From an optimization exercise on the open Yosys and OpenROAD flow, aimed at small area; shortcuts taken in it are not production practice.
Function was checked by simulation only, so behaviour that the tests miss may differ from the original.
Power is estimated from default activity; no workload was simulated.

--- design.v ---
module rf_multiport_sb #(
  parameter int DATA_WIDTH   = 32,
  parameter int NUM_REGS     = 32,
  parameter int ADDR_WIDTH   = $clog2(NUM_REGS),
  parameter int NUM_RD_PORTS = 2,
  parameter int ZERO_REG     = 1,
  parameter int BYPASS       = 1
) (
  input  logic                               clk_i,
  input  logic                               rst_i,
  input  logic [NUM_RD_PORTS*ADDR_WIDTH-1:0] rd_addr_i,
  output logic [NUM_RD_PORTS*DATA_WIDTH-1:0] rd_data_o,
  output logic [NUM_RD_PORTS-1:0]            rd_busy_o,
  input  logic                               wr0_en_i,
  input  logic [ADDR_WIDTH-1:0]              wr0_addr_i,
  input  logic [DATA_WIDTH-1:0]              wr0_data_i,
  input  logic                               wr1_en_i,
  input  logic [ADDR_WIDTH-1:0]              wr1_addr_i,
  input  logic [DATA_WIDTH-1:0]              wr1_data_i,
  input  logic                               issue_en_i,
  input  logic [ADDR_WIDTH-1:0]              issue_addr_i,
  input  logic                               clr_i,
  output logic                               clr_busy_o
);
  localparam logic [0:0] ST_IDLE  = 1'b0;
  localparam logic [0:0] ST_CLEAR = 1'b1;
  localparam logic [ADDR_WIDTH-1:0] LAST_IDX = ADDR_WIDTH'(NUM_REGS - 1);
  logic [0:0]            state_q;
  logic [ADDR_WIDTH-1:0] clr_cnt_q;
  logic [DATA_WIDTH-1:0] regs_q [NUM_REGS];
  logic [NUM_REGS-1:0]   busy_q;
  logic                  clearing;
  logic                  wr0_ok;
  logic                  wr1_ok;
  logic                  issue_ok;
  logic [ADDR_WIDTH-1:0] rd_addr;
  function automatic logic is_zero_reg(input logic [ADDR_WIDTH-1:0] addr);
    is_zero_reg = (ZERO_REG != 0) && (addr == '0);
  endfunction
  assign clearing   = (state_q == ST_CLEAR);
  assign wr0_ok     = wr0_en_i   && !clearing && !is_zero_reg(wr0_addr_i);
  assign wr1_ok     = wr1_en_i   && !clearing && !is_zero_reg(wr1_addr_i);
  assign issue_ok   = issue_en_i && !clearing && !is_zero_reg(issue_addr_i);
  assign clr_busy_o = clearing;
  always_ff @(posedge clk_i or posedge rst_i) begin
    if (rst_i) begin
      state_q   <= ST_IDLE;
      clr_cnt_q <= '0;
      busy_q    <= '0;
      for (int i = 0; i < NUM_REGS; i++) regs_q[i] <= '0;
    end else if (clearing) begin
      regs_q[clr_cnt_q] <= '0;
      busy_q[clr_cnt_q] <= 1'b0;
      clr_cnt_q         <= clr_cnt_q + ADDR_WIDTH'(1);
      if (clr_cnt_q == LAST_IDX) state_q <= ST_IDLE;
    end else begin
      if (clr_i) begin
        state_q   <= ST_CLEAR;
        clr_cnt_q <= '0;
      end
      if (wr0_ok) regs_q[wr0_addr_i] <= wr0_data_i;
      if (wr1_ok) regs_q[wr1_addr_i] <= wr1_data_i;
      for (int i = 0; i < NUM_REGS; i++) begin
        if (issue_ok && issue_addr_i == ADDR_WIDTH'(i))
          busy_q[i] <= 1'b1;
        else if ((wr0_ok && wr0_addr_i == ADDR_WIDTH'(i)) ||
                 (wr1_ok && wr1_addr_i == ADDR_WIDTH'(i)))
          busy_q[i] <= 1'b0;
      end
    end
  end
  always_comb begin
    rd_data_o = '0;
    rd_busy_o = '0;
    rd_addr   = '0;
    for (int k = 0; k < NUM_RD_PORTS; k++) begin
      rd_addr = rd_addr_i[k*ADDR_WIDTH +: ADDR_WIDTH];
      if (is_zero_reg(rd_addr)) begin
        rd_data_o[k*DATA_WIDTH +: DATA_WIDTH] = '0;
        rd_busy_o[k]                          = 1'b0;
      end else if (BYPASS != 0 && wr1_ok && wr1_addr_i == rd_addr) begin
        rd_data_o[k*DATA_WIDTH +: DATA_WIDTH] = wr1_data_i;
        rd_busy_o[k]                          = 1'b0;
      end else if (BYPASS != 0 && wr0_ok && wr0_addr_i == rd_addr) begin
        rd_data_o[k*DATA_WIDTH +: DATA_WIDTH] = wr0_data_i;
        rd_busy_o[k]                          = 1'b0;
      end else begin
        rd_data_o[k*DATA_WIDTH +: DATA_WIDTH] = regs_q[rd_addr];
        rd_busy_o[k]                          = busy_q[rd_addr];
      end
    end
  end
endmodule
--- run.sh ---
#!/bin/bash
# synth_recipe.tcl (not shown) runs the flow's synth.tcl, then flattens the netlist and writes it again
# the make line also repeats each setting of config.mk as NAME=value (left out here)
make -C /OpenROAD-flow-scripts/flow DESIGN_CONFIG=/design/flow/config.mk WORK_HOME=/design/flow/orfs CLKGATE_MAP_FILE= SYNTH_SCRIPT=/design/flow/synth_recipe.tcl finish
--- config.mk ---
export PLATFORM = sky130hd
export DESIGN_NAME = rf_multiport_sb
export DESIGN_NICKNAME = rf_multiport_sb
export VERILOG_FILES = /design/flow/design.v
export SDC_FILE = /design/flow/constraint.sdc
export NUM_CORES = 8
export LEC_CHECK = 0
export CAP_MARGIN = 20
export CORE_MARGIN = 2
export CORE_UTILIZATION = 25
export PLACE_DENSITY = 0.35
export SLEW_MARGIN = 20
--- constraint.sdc ---
create_clock -name core_clock -period 8.0 [get_ports {clk_i}]
set_input_delay 1.6000 -clock core_clock [delete_from_list [all_inputs] [get_ports {clk_i}]]
set_output_delay 1.6000 -clock core_clock [all_outputs]
set_load 0.01 [all_outputs]
==> run notes <==
-- report_power, final --
part	leakage (nW)	switching, mW	internal [mW]
Combinational	17.3	4.81	1.86
Sequential	14.2	1.89	6.19
Clock	2.43	2.94	4.20
-- final timing paths --
check | start | end | slack (ns) | cells past startpoint
setup / recovery | wr1_addr_i[0] | rd_data_o[12] | 0.12 | 10
hold / removal | busy_q[21]$_DFFE_PP0P_ | busy_q[21]$_DFFE_PP0P_ | 0.53 | 1
setup reg to reg | state_q$_DFF_PP0_ | regs_q[7][31]$_DFFE_PP0P_ | 3.08 | 8
hold reg to reg | busy_q[21]$_DFFE_PP0P_ | busy_q[21]$_DFFE_PP0P_ | 0.53 | 1
max in group asynchronous | rst_i | state_q$_DFF_PP0_ | 4.78 | 4
min in group asynchronous | rst_i | regs_q[23][22]$_DFFE_PP0P_ | 1.20 | 2
-- worst max-delay path, stage by stage --
cell	delay, ns
sky130_fd_sc_hd__clkdlybuf4s50_1	0.74
sky130_fd_sc_hd__or2_2	0.52
sky130_fd_sc_hd__o311ai_0	0.54
sky130_fd_sc_hd__or4_2	0.55
sky130_fd_sc_hd__nand2_1	0.78
sky130_fd_sc_hd__buf_4	0.47
sky130_fd_sc_hd__nor2_1	0.18
sky130_fd_sc_hd__o21ai_0	0.12
sky130_fd_sc_hd__nand2_1	0.18
sky130_fd_sc_hd__clkdlybuf4s50_1	0.57
-- registers in the layout, summed over array words and instances (netlist names) --
| signal | cells |
|---|---|
| regs_q | 992 |
| state_q | 1 |
| clr_cnt_q | 5 |
| busy_q | 32 |
-- final cells by class --
class	instances	share of cell area (%)
antenna	76	0.2319
timing repair buffer	717	8.072
clock buffer	231	5.608
clock inverter	25	0.4256
multi-input combinational	6322	47.81
sequential	1030	31.43
tap	3589	5.475
inverter	203	0.9428
-- cells in the final DEF (no fill, tap or decap), drive strengths merged, types with 349 or more instances in the layout --
cell	count
a21oi	821
a22o	351
a22oi	566
buf	573
dfrtp	1030
mux2i	349
nand2	939
nand3	378
nor2	653
o21ai	1187
-- cell families after synthesis --
family	share of synthesized area (%)
AOI/OAI and AO/OA	33.40
and+or+nand+nor	15.40
buffers and inverters	7.302
DFF	37.61
muxes	5.853
xor gates and xnor gates	0.2939
adders and majority gates	0.1461
-- per-layer routing --
layer	part of all wire, %	track usage (%)
met1	40	57.90
met2	39	59.61
met4	7.8	30.53
met3	13	16.15
met5	0.037	0
-- metrics by stage --
step | instance area, µm² | instances | hold slack, ns
final | 82010 | 12190 | 0.5261
after global routing | 81850 | 12130 | 0.5356
after CTS | 81620 | 12110 | 0.5225
after detailed placement | 76670 | 11850 | 0.5067
after global placement | 76380 | 11840 | 0.4968
after floorplan | 68540 | 8560 | 0.4612
==> parameters.txt <==
Parameter                              Value

Yosys
  EDFF count, synth    0
  Ranking of synthesized cells by instance count    sky130_fd_sc_hd__o21ai_0 (1100), sky130_fd_sc_hd__dfrtp_1 (1030), sky130_fd_sc_hd__nand2_1 (935)
  Post-synthesis cell type count    79
  YS warnings    2
  Share of synthesized registers carrying an async set or reset    between 90% and 100%
  Post-synthesis instance area    roughly 69000 µm²
  Most common cell in the synthesized netlist    sky130_fd_sc_hd__o21ai_0
  Most frequently used flop master after synthesis    sky130_fd_sc_hd__dfrtp_1
  Seq cells post-synth    1030
  Synthesized Nets    8663
  Largest cells by area after synthesis    sky130_fd_sc_hd__dfrtp_1 (38%), sky130_fd_sc_hd__o21ai_0 (8.0%), sky130_fd_sc_hd__a22oi_1 (6.2%), sky130_fd_sc_hd__a21oi_1 (6.0%), sky130_fd_sc_hd__nand2_1 (5.1%)
  Gate Count Post-Synth    8560
  Synth top area share    around 38%
  Average footprint of a synthesized cell    roughly 8 µm²
  Library cell occupying the most area in the post-synthesis netlist    sky130_fd_sc_hd__dfrtp_1
  Post-synthesis sequential area ratio    between 30% and 40%

Worst hold path
  Hold Path Class    reg -> reg

Detailed routing
  Final routed DRC violation total    0
  1st-pass router iterations    12
  Number of nets still failing antenna checks after routing    0
  WL/cell    about 52 µm
  Detailed-route wire length    639.8 mm
  Number of DRC markers after the initial detailed-route iteration    between 15000 and 20000
  Vias per std cell    roughly 7.1
  Total vias in the final route    86630

Cells and area
  Synth-to-Final Area Change    19.67%
  Area of the multi-input gates    just under 40000 µm²
  Total Nets Final    about 8500
  Share of layout cells above drive strength 1    between 10% and 20%
  Utilization after layout    30.03%
  Register area    ~26000 µm²
  Total of fill cells in the finished design    ~29000

Floorplan
  Area of the core    ~270000 µm²
  Top-Level Pins    around 160
  Die outline area    ~280000 µm²
  Die boundary height    about 530 µm
  Initial core utilization    between 20 and 30%
  Die Width    roughly 530 µm
  Std-Cell Rows    ~190

Global route
  Number of antenna violations at the first check in global routing    97
  Aggregate global routing overflow    0
  Maximum number of pins on one net before global-route repair    roughly 130
  Number of global-route vias before repair    76860
  First-pass GRT wire length    slightly above 800 mm
  Overall global routing resource usage    44.23%

Flow run
  Max-cap viol count    0

Power and ir drop
  Total power    approximately 22 mW
  Highest ir drop seen on vdd    168.3 µV
  Total leakage power    between 30 and 40 nW
  Power density over the cells    ~270 nW/µm²

Timing
  Pins Over Slew Limit    0
  Min Tclk post-route    7.880 ns
  Fmax    ~0.13 GHz
  Clock skew after layout    between 0.05 and 0.06 ns
  Number of endpoints with negative hold slack in the final report    0
  Post-route fraction of the period consumed by the critical path    between 90 and 100%
  Final setup margin    0.1196 ns
  Total Negative Setup Slacks    0 ns
  Setup repair after global routing missed its margin    no
  Transition time at the pin with the least slew margin    1.333 ns
  Remaining max-slew budget at the tightest pin    between 10% and 20%
  Final setup viols    0

Clocking
  CTS Hold Bufs    0
  CTS-repair resized insts    0
  Number of clock buffers inserted by TritonCTS    156
  Clock-pin slew on the worst setup and hold paths    ~0.050 ns
  Clock Root Buffer    sky130_fd_sc_hd__clkbuf_16
  Clk sinks    1030
  H-tree depth    4
  TritonCTS clock tree    built
  Setup fix buffers added after clock tree synthesis    0
  Skew-Pair Late Insertion Delay    roughly 0.91 ns
  Clk buf depth    4

Placement
  Post-placement setup slack    approximately 0.38 ns
  RePlAce Congestion    approximately 1.0
  Final HPWL from detailed placement    about 410 mm
  Number of port buffers    approximately 160

Critical path
  Required time at the worst-slack endpoint    between 6 and 7 ns
  Kind of end point of the critical path    primary output
  Startpoint class of the critical path    primary input
  Worst Path Arrival    6.28 ns
  Worst Path Max Fanout    11
  Kind of critical path    in -> out

Run status
  Outcome    finished clean

## port drivers added, routing unchanged
The flow's constraints put no driver on any port. The routed layout listed below was extracted and timed again, unchanged, in two steps. Step 1: set_driving_cell puts a clkbuf_16 on clk_i and a buf_2 on each other input, an assumption about the parent block. Step 2 adds t to the input delays and takes it off the output delays; t is the mean of the earliest and latest rising clock arrival at the registers after step 1. Input paths then give back, and output paths get back, about the clock's delay inside the block. a / b / c = no drivers / after step 1 / after step 2; a / b = the first two.
t (ns): 0.968
slack for setup (ns): 0.120 / 0.092 / 0.092
worst hold slack (ns): 0.526 / 0.526 / 0.526
worst setup path after step 2: input to output
After both steps setup and hold are still met in this run. The setup slack of this run moves by -0.028 ns with the drivers and by -0.028 ns with both steps.
